Background: an optimization exercise with open tools, aiming at a short achievable clock period and few clock cycles. Do not read the settings as production practice. Function was checked by simulation only, so behaviour that the tests miss may differ from the original. Power is estimated from default activity; no workload was simulated.

==> inputs of job 1493 <==
## processor_gen2
module processor_gen2 #(
  parameter int DATA_W     = 16,
  parameter int NUM_REGS   = 4,
  parameter int MEM_DEPTH  = 256,
  parameter int APB_ADDR_W = 9,
  parameter int PROG_START = 'h020,
  parameter int INT_VEC    = 'h010,
  localparam int ADDR_W    = $clog2(MEM_DEPTH)
) (
  input  logic              clk,
  input  logic              reset,
  input  logic              init_done,
  input  logic              init_we,
  input  logic [ADDR_W-1:0] init_addr,
  input  logic [DATA_W-1:0] init_data,
  input  logic              irq,
  output logic              irq_ack,
  output logic              halted,
  output logic              illegal,
  output logic                  bus_wr_en,
  output logic [APB_ADDR_W-1:0] bus_wr_addr,
  output logic [DATA_W-1:0]     bus_wr_data,
  input  logic                  bus_wr_done,
  output logic                  bus_rd_en,
  output logic [APB_ADDR_W-1:0] bus_rd_addr,
  input  logic [DATA_W-1:0]     bus_rd_data,
  input  logic                  bus_rd_done
);
  function automatic logic [3:0] oh4(input logic [3:0] idx);
    oh4 = (idx[3:2] == 2'b00) ? (4'b0001 << idx[1:0]) : 4'b0000;
  endfunction
  logic [255:0][15:0] mem;
  logic        run;        
  logic        f_act;      
  logic        in_isr;
  logic        z;
  logic [15:0] regs [4];
  logic [7:0]  pcb;        
  logic [15:0] ohL;        
  logic [15:0] bsel [16];  
  logic [7:0]  saved;      
  logic        x1_add, x1_sub, x1_mov, x1_mvi, x1_ld;
  logic [3:0]  x1_wd;
  logic        x2_add, x2_sub, x2_mov, x2_mvi, x2_ld;
  logic [3:0]  x2_wd;
  logic        x2_bl;           
  logic [15:0] a1_q, b1_q, a2_q, b2_q;
  logic [15:0] x_imm1, x_imm2;
  logic        x_ld, x_st, x_bus1;
  logic [8:0]  x_baddr;
  logic [15:0] wr_data_q;
  logic        x_halt;
  logic [7:0]  x_ret;
  logic        x_jp;
  logic [7:0]  x_t;
  logic        ack_q, ill_q;
  logic [15:0] w [6];
  always_comb begin
    logic [15:0] bo [16];
    for (int b = 0; b < 16; b++) begin
      bo[b] = '0;
      for (int r = 0; r < 16; r++)
        bo[b] = bo[b] | (mem[16*r+b] & {16{bsel[b][r]}});
    end
    for (int j = 0; j < 6; j++) begin
      w[j] = '0;
      for (int b = 0; b < 16; b++)
        w[j] = w[j] | (bo[b] & {16{ohL[(b - j + 16) % 16]}});
    end
  end
  ...
Settings: LEC_CHECK=0, CAP_MARGIN=20, CORE_MARGIN=2, CORE_UTILIZATION=35, PLACE_DENSITY=0.5, SETUP_SLACK_MARGIN=5, SLEW_MARGIN=20, TNS_END_PERCENT=100; clock period 10.0 ns.
run.sh (not shown) runs the stock make flow with config.mk's settings and CLKGATE_MAP_FILE= SYNTH_SCRIPT=/design/flow/synth_recipe.tcl, a recipe that flattens the netlist after the stock synthesis.
==> job 7437: changes against job 1493 <==
--- a/flow/design.v
+++ b/flow/design.v
@@ -110,29 +110,28 @@
   assign hp1 = H[1] && !BUS[0];
   assign hp2 = H[2] && !BUS[0];
   logic pair, hpair;
   assign pair  = N[0] && (L2[0] ? pr2 : pr1);
   assign hpair = N[0] && (L2[0] ? hp2 : hp1);
   logic zn;
-  function automatic logic [20:0] tail(input logic [4:0] kk, input logic zw, input logic znv);
+  function automatic logic [20:0] tail(input logic [4:0] kk);
     logic [5:0] ut, us;
     logic       pr;
     logic [7:0] pt;
-    logic       tz, ft;
+    logic       tz;
     ut = '0;
     us = '0;
     pr = 1'b0;
     pt = '0;
     for (int k = 0; k < 5; k++) begin
-      tz = kk[k] && Z[k];
-      ft = tz && !(!zw && znv);    
-      ut[k]   = ut[k] | (kk[k] && J[k]) | (tz && !zw && znv);
+      tz = kk[k] && Z[k];          
+      ut[k]   = ut[k] | (kk[k] && J[k]);
       us[k]   = us[k] | (kk[k] && !J[k] && !Z[k]);
-      ut[k+1] = ut[k+1] | (ft && J[k+1]);
-      us[k+1] = us[k+1] | (ft && !J[k+1]);
-      pr      = pr | (tz && zw);
+      ut[k+1] = ut[k+1] | (tz && J[k+1]);
+      us[k+1] = us[k+1] | (tz && !J[k+1]);
+      pr      = pr | tz;
       pt      = pt | (w[k][7:0] & {8{kk[k]}});
     end
     tail = {pt, pr, us, ut};
   endfunction
   logic [4:0] kk_np, kk_p;
   assign kk_np[0] = !N[0];
@@ -142,21 +141,16 @@
   assign kk_np[4] = 1'b0;
   assign kk_p[0]  = 1'b0;
   assign kk_p[1]  = 1'b0;
   assign kk_p[2]  = N[0] && !L2[0] && !L2[1];
   assign kk_p[3]  = N[0] && ((!L2[0] && L2[1]) || (L2[0] && !L2[2]));
   assign kk_p[4]  = N[0] && L2[0] && L2[2];
-  logic zw_np, zw_p;
-  assign zw_np = N[0] && ZW[0];
-  assign zw_p  = N[0] && (ZW[0] || (L2[0] ? ZW[2] : ZW[1]));
-  logic [20:0] tl_np0, tl_np1, tl_p0, tl_p1, tl;
-  assign tl_np0 = tail(kk_np, zw_np, 1'b0);
-  assign tl_np1 = tail(kk_np, zw_np, 1'b1);
-  assign tl_p0  = tail(kk_p,  zw_p,  1'b0);
-  assign tl_p1  = tail(kk_p,  zw_p,  1'b1);
-  assign tl     = pair ? (zn ? tl_p1 : tl_p0) : (zn ? tl_np1 : tl_np0);
+  logic [20:0] tl_np, tl_p, tl;
+  assign tl_np = tail(kk_np);
+  assign tl_p  = tail(kk_p);
+  assign tl    = pair ? tl_p : tl_np;
   logic [5:0] use_t;
   logic [5:0] use_s;           
   logic       pred;            
   logic [7:0] pred_t;
   assign use_t  = tl[5:0];
   assign use_s  = tl[11:6];
@@ -282,18 +276,16 @@
     logic [55:0] r;
     r = '0;
     for (int j = 0; j < 6; j++) r = r | (cand_t[j] & {56{t[j]}});
     for (int k = 1; k < 6; k++) r = r | (cand_s[k] & {56{t[6 + k]}});
     after = r;
   endfunction
-  logic [55:0] nx_np0, nx_np1, nx_p0, nx_p1, nx_grp;
-  assign nx_np0 = after(tl_np0);
-  assign nx_np1 = after(tl_np1);
-  assign nx_p0  = after(tl_p0);
-  assign nx_p1  = after(tl_p1);
-  assign nx_grp = pair ? (zn ? nx_p1 : nx_p0) : (zn ? nx_np1 : nx_np0);
+  logic [55:0] nx_np, nx_p, nx_grp;
+  assign nx_np  = after(tl_np);
+  assign nx_p   = after(tl_p);
+  assign nx_grp = pair ? nx_p : nx_np;
   logic        s_start, s_vec, s_mis, s_saved, s_hold, s_grp;
   logic [55:0] nx_oth;
   always_comb begin
     s_start = abort;
     s_vec   = !abort && take;
     s_mis   = !abort && !(run && stall) && !take && mis;
@@ -305,30 +297,23 @@
               (pcst(x_t)   & {56{s_mis}})   |
               (pcst(saved) & {56{s_saved}}) |
               (pc_cur      & {56{s_hold}});
     pc_nx   = s_grp ? nx_grp : nx_oth;
     ohr     = pc_nx[39:24];
   end
-  logic [55:0] pc_q;
-  assign pc_cur = pc_q ^ PC_START;
   always_ff @(posedge clk or posedge reset) begin
-    if (reset) pc_q <= '0;
-    else       pc_q <= pc_nx ^ PC_START;
+    if (reset) pc_cur <= PC_START;
+    else       pc_cur <= pc_nx;
   end
-  function automatic logic [15:0] bsel_rst(input int b);
-    bsel_rst = (4'(b) >= START[3:0]) ? (16'b1 << START[7:4]) : (16'b1 << 4'(START[7:4] + 4'd1));
-  endfunction
-  logic [15:0] bsel_q [16];
-  always_comb
-    for (int b = 0; b < 16; b++) bsel[b] = bsel_q[b] ^ bsel_rst(b);
   always_ff @(posedge clk or posedge reset) begin
     if (reset) begin
-      for (int b = 0; b < 16; b++) bsel_q[b] <= '0;
+      for (int b = 0; b < 16; b++)
+        bsel[b] <= (4'(b) >= START[3:0]) ? (16'b1 << START[7:4]) : (16'b1 << 4'(START[7:4] + 4'd1));
     end else begin
       for (int b = 0; b < 16; b++)
-        bsel_q[b] <= (pc_nx[40 + b] ? ohr : {ohr[14:0], ohr[15]}) ^ bsel_rst(b);
+        bsel[b] <= pc_nx[40 + b] ? ohr : {ohr[14:0], ohr[15]};
     end
   end
   assign pcb = pc_cur[7:0];
   assign ohL = pc_cur[23:8];
   logic mem_we;
   assign mem_we = init_we && !run;
CORE_UTILIZATION = 45   (was 35)
PLACE_DENSITY = 0.65   (was 0.5)
==> job 530: changes against job 1493 <==
--- a/flow/design.v
+++ b/flow/design.v
@@ -110,29 +110,28 @@
   assign hp1 = H[1] && !BUS[0];
   assign hp2 = H[2] && !BUS[0];
   logic pair, hpair;
   assign pair  = N[0] && (L2[0] ? pr2 : pr1);
   assign hpair = N[0] && (L2[0] ? hp2 : hp1);
   logic zn;
-  function automatic logic [20:0] tail(input logic [4:0] kk, input logic zw, input logic znv);
+  function automatic logic [20:0] tail(input logic [4:0] kk);
     logic [5:0] ut, us;
     logic       pr;
     logic [7:0] pt;
-    logic       tz, ft;
+    logic       tz;
     ut = '0;
     us = '0;
     pr = 1'b0;
     pt = '0;
     for (int k = 0; k < 5; k++) begin
-      tz = kk[k] && Z[k];
-      ft = tz && !(!zw && znv);    
-      ut[k]   = ut[k] | (kk[k] && J[k]) | (tz && !zw && znv);
+      tz = kk[k] && Z[k];          
+      ut[k]   = ut[k] | (kk[k] && J[k]);
       us[k]   = us[k] | (kk[k] && !J[k] && !Z[k]);
-      ut[k+1] = ut[k+1] | (ft && J[k+1]);
-      us[k+1] = us[k+1] | (ft && !J[k+1]);
-      pr      = pr | (tz && zw);
+      ut[k+1] = ut[k+1] | (tz && J[k+1]);
+      us[k+1] = us[k+1] | (tz && !J[k+1]);
+      pr      = pr | tz;
       pt      = pt | (w[k][7:0] & {8{kk[k]}});
     end
     tail = {pt, pr, us, ut};
   endfunction
   logic [4:0] kk_np, kk_p;
   assign kk_np[0] = !N[0];
@@ -142,21 +141,16 @@
   assign kk_np[4] = 1'b0;
   assign kk_p[0]  = 1'b0;
   assign kk_p[1]  = 1'b0;
   assign kk_p[2]  = N[0] && !L2[0] && !L2[1];
   assign kk_p[3]  = N[0] && ((!L2[0] && L2[1]) || (L2[0] && !L2[2]));
   assign kk_p[4]  = N[0] && L2[0] && L2[2];
-  logic zw_np, zw_p;
-  assign zw_np = N[0] && ZW[0];
-  assign zw_p  = N[0] && (ZW[0] || (L2[0] ? ZW[2] : ZW[1]));
-  logic [20:0] tl_np0, tl_np1, tl_p0, tl_p1, tl;
-  assign tl_np0 = tail(kk_np, zw_np, 1'b0);
-  assign tl_np1 = tail(kk_np, zw_np, 1'b1);
-  assign tl_p0  = tail(kk_p,  zw_p,  1'b0);
-  assign tl_p1  = tail(kk_p,  zw_p,  1'b1);
-  assign tl     = pair ? (zn ? tl_p1 : tl_p0) : (zn ? tl_np1 : tl_np0);
+  logic [20:0] tl_np, tl_p, tl;
+  assign tl_np = tail(kk_np);
+  assign tl_p  = tail(kk_p);
+  assign tl    = pair ? tl_p : tl_np;
   logic [5:0] use_t;
   logic [5:0] use_s;           
   logic       pred;            
   logic [7:0] pred_t;
   assign use_t  = tl[5:0];
   assign use_s  = tl[11:6];
@@ -282,18 +276,16 @@
     logic [55:0] r;
     r = '0;
     for (int j = 0; j < 6; j++) r = r | (cand_t[j] & {56{t[j]}});
     for (int k = 1; k < 6; k++) r = r | (cand_s[k] & {56{t[6 + k]}});
     after = r;
   endfunction
-  logic [55:0] nx_np0, nx_np1, nx_p0, nx_p1, nx_grp;
-  assign nx_np0 = after(tl_np0);
-  assign nx_np1 = after(tl_np1);
-  assign nx_p0  = after(tl_p0);
-  assign nx_p1  = after(tl_p1);
-  assign nx_grp = pair ? (zn ? nx_p1 : nx_p0) : (zn ? nx_np1 : nx_np0);
+  logic [55:0] nx_np, nx_p, nx_grp;
+  assign nx_np  = after(tl_np);
+  assign nx_p   = after(tl_p);
+  assign nx_grp = pair ? nx_p : nx_np;
   logic        s_start, s_vec, s_mis, s_saved, s_hold, s_grp;
   logic [55:0] nx_oth;
   always_comb begin
     s_start = abort;
     s_vec   = !abort && take;
     s_mis   = !abort && !(run && stall) && !take && mis;
@@ -305,30 +297,23 @@
               (pcst(x_t)   & {56{s_mis}})   |
               (pcst(saved) & {56{s_saved}}) |
               (pc_cur      & {56{s_hold}});
     pc_nx   = s_grp ? nx_grp : nx_oth;
     ohr     = pc_nx[39:24];
   end
-  logic [55:0] pc_q;
-  assign pc_cur = pc_q ^ PC_START;
   always_ff @(posedge clk or posedge reset) begin
-    if (reset) pc_q <= '0;
-    else       pc_q <= pc_nx ^ PC_START;
+    if (reset) pc_cur <= PC_START;
+    else       pc_cur <= pc_nx;
   end
-  function automatic logic [15:0] bsel_rst(input int b);
-    bsel_rst = (4'(b) >= START[3:0]) ? (16'b1 << START[7:4]) : (16'b1 << 4'(START[7:4] + 4'd1));
-  endfunction
-  logic [15:0] bsel_q [16];
-  always_comb
-    for (int b = 0; b < 16; b++) bsel[b] = bsel_q[b] ^ bsel_rst(b);
   always_ff @(posedge clk or posedge reset) begin
     if (reset) begin
-      for (int b = 0; b < 16; b++) bsel_q[b] <= '0;
+      for (int b = 0; b < 16; b++)
+        bsel[b] <= (4'(b) >= START[3:0]) ? (16'b1 << START[7:4]) : (16'b1 << 4'(START[7:4] + 4'd1));
     end else begin
       for (int b = 0; b < 16; b++)
-        bsel_q[b] <= (pc_nx[40 + b] ? ohr : {ohr[14:0], ohr[15]}) ^ bsel_rst(b);
+        bsel[b] <= pc_nx[40 + b] ? ohr : {ohr[14:0], ohr[15]};
     end
   end
   assign pcb = pc_cur[7:0];
   assign ohL = pc_cur[23:8];
   logic mem_we;
   assign mem_we = init_we && !run;
==> job 8507: changes against job 1493 <==
--- a/flow/design.v
+++ b/flow/design.v
@@ -288,47 +288,40 @@
   logic [55:0] nx_np0, nx_np1, nx_p0, nx_p1, nx_grp;
   assign nx_np0 = after(tl_np0);
   assign nx_np1 = after(tl_np1);
   assign nx_p0  = after(tl_p0);
   assign nx_p1  = after(tl_p1);
   assign nx_grp = pair ? (zn ? nx_p1 : nx_p0) : (zn ? nx_np1 : nx_np0);
-  logic        s_start, s_vec, s_mis, s_saved, s_hold, s_grp;
+  logic        s_start, s_vec, s_mis, s_saved, s_hold, s_grp, adv_nm;
   logic [55:0] nx_oth;
   always_comb begin
+    adv_nm  = f_act && (run ? (!stall && !take && init_done) : (init_done && !init_we));
     s_start = abort;
     s_vec   = !abort && take;
     s_mis   = !abort && !(run && stall) && !take && mis;
-    s_saved = adv && R0;
-    s_grp   = adv && !R0;
-    s_hold  = !(s_start || s_vec || s_mis || adv);
+    s_saved = adv_nm && R0;
+    s_grp   = adv_nm && !R0;
+    s_hold  = !(s_start || s_vec || adv_nm);
     nx_oth  = (pcst(START) & {56{s_start}}) |
               (pcst(VEC)   & {56{s_vec}})   |
-              (pcst(x_t)   & {56{s_mis}})   |
               (pcst(saved) & {56{s_saved}}) |
               (pc_cur      & {56{s_hold}});
-    pc_nx   = s_grp ? nx_grp : nx_oth;
+    pc_nx   = s_mis ? pcst(x_t) : s_grp ? nx_grp : nx_oth;
     ohr     = pc_nx[39:24];
   end
-  logic [55:0] pc_q;
-  assign pc_cur = pc_q ^ PC_START;
   always_ff @(posedge clk or posedge reset) begin
-    if (reset) pc_q <= '0;
-    else       pc_q <= pc_nx ^ PC_START;
+    if (reset) pc_cur <= PC_START;
+    else       pc_cur <= pc_nx;
   end
-  function automatic logic [15:0] bsel_rst(input int b);
-    bsel_rst = (4'(b) >= START[3:0]) ? (16'b1 << START[7:4]) : (16'b1 << 4'(START[7:4] + 4'd1));
-  endfunction
-  logic [15:0] bsel_q [16];
-  always_comb
-    for (int b = 0; b < 16; b++) bsel[b] = bsel_q[b] ^ bsel_rst(b);
   always_ff @(posedge clk or posedge reset) begin
     if (reset) begin
-      for (int b = 0; b < 16; b++) bsel_q[b] <= '0;
+      for (int b = 0; b < 16; b++)
+        bsel[b] <= (4'(b) >= START[3:0]) ? (16'b1 << START[7:4]) : (16'b1 << 4'(START[7:4] + 4'd1));
     end else begin
       for (int b = 0; b < 16; b++)
-        bsel_q[b] <= (pc_nx[40 + b] ? ohr : {ohr[14:0], ohr[15]}) ^ bsel_rst(b);
+        bsel[b] <= pc_nx[40 + b] ? ohr : {ohr[14:0], ohr[15]};
     end
   end
   assign pcb = pc_cur[7:0];
   assign ohL = pc_cur[23:8];
   logic mem_we;
   assign mem_we = init_we && !run;
==> notes <==
Job 7437 ran to the end with no violations. Job 530 passed the timing, design-rule and antenna checks. Job 1493 produced a clean layout. Job 8507 finished with timing, DRC and antenna clean. Global-route usage: job 530 < job 8507 < job 1493 < job 7437. Between job 7437 and job 530, the lower sequential power is in job 530 (gap about 2%, measured against job 530). The lowest hold slack belongs to job 7437, the highest to job 1493. Worst setup slack: job 1493 is lower than job 530 (0.24 ns). Between job 8507 and job 1493, the lower non-clock buffer count is in job 1493 (gap 118). Utilization: job 7437 > job 8507 > job 1493 > job 530. Maximum frequency, highest first: job 530, job 7437, job 8507, job 1493. Clock power is about the same in job 1493 and job 8507.
==> figures <==
                                                                job 7437                job 1493     job 530    job 8507
Result of the run                               timing/DRC/antenna clean  timing/DRC/antenna clean  timing/DRC/antenna clean  timing/DRC/antenna clean
Cell repeated most along the worst path        sky130_fd_sc_hd__o211ai_1  sky130_fd_sc_hd__buf_6           -           -
Placed Instances                                                   18744                   21823       20593       22053
Sequential share of cell area                                      57.2%                   53.7%       56.8%       53.2%
Layout-to-synthesis area ratio                                    1.230x                  1.270x      1.236x      1.277x
Wire length per cell                                             42.3 µm                 42.3 µm     40.3 µm     42.0 µm
Tap cell instance count                                             5710                    7560        7452        7727
Comb power                                                       25.1 mW                 24.7 mW     25.0 mW     50.2 mW
GP Congestion                                                       1.07                    1.03        1.05        1.09
Initial antenna violation count                                       75                      77          65          90
Cell count after synthesis                                         13390                   14511       13390       14626
Number of multi-input logic gates                                   7412                    8358        7411        8486
Height of the die                                                 663 µm                  762 µm      751 µm      764 µm
Via density per instance                                            7.17                    6.63        6.45        6.67
Worst slack at placement                                         2.08 ns                 1.49 ns     1.89 ns     1.56 ns
Synthesized netlist net count                                      13542                   14663       13542       14778
Post-cts sizing count                                               1479                    1831        1249        1797
Area share of fa/ha/maj cells after synthesis                     0.688%                  0.668%      0.688%      0.664%
Testbench counts of job 1493, summed over its fixed seeds: cycles 6,958.
Testbench counts of job 7437, summed over its fixed seeds: cycles 7,076.
Testbench counts of job 530, summed over its fixed seeds: cycles 7,076.
Testbench counts of job 8507, summed over its fixed seeds: cycles 6,958.

## static timing again, ports no longer ideal
The results above use ideal ports. As a check the final layouts listed here were re-extracted and re-timed, cells and wires unchanged. Step 1 assumes that a clkbuf_16 drives the clock port and a buf_2 every other input. Step 2 also shifts input and output timing later by t, the mid clock arrival at the registers, as if the neighbouring blocks saw the same clock. a / b / c = ideal ports / drivers / drivers and shift; a / b = the first two.
run | t (ns) | slack for setup (ns) | worst hold slack (ns) | clock arrival spread, ns | cell pins on the clock port's net
job 1493 | 1.178 | 4.096 / 4.096 / 3.272 | 0.476 / 0.476 / 0.476 | 0.141 / 0.142 | 1
job 7437 | 1.175 | 4.321 / 4.402 / 3.232 | 0.465 / 0.465 / 0.465 | 0.130 / 0.130 | 1
job 530 | 1.245 | 4.333 / 4.333 / 3.357 | 0.468 / 0.468 / 0.468 | 0.144 / 0.144 | 1
job 8507 | 1.194 | 4.185 / 4.185 / 3.519 | 0.471 / 0.471 / 0.471 | 0.125 / 0.125 | 1
After both steps every run listed still meets setup and hold. For job 7437, which loses most, drivers alone change the setup slack by +0.081 ns; drivers and shift together by -1.089 ns.
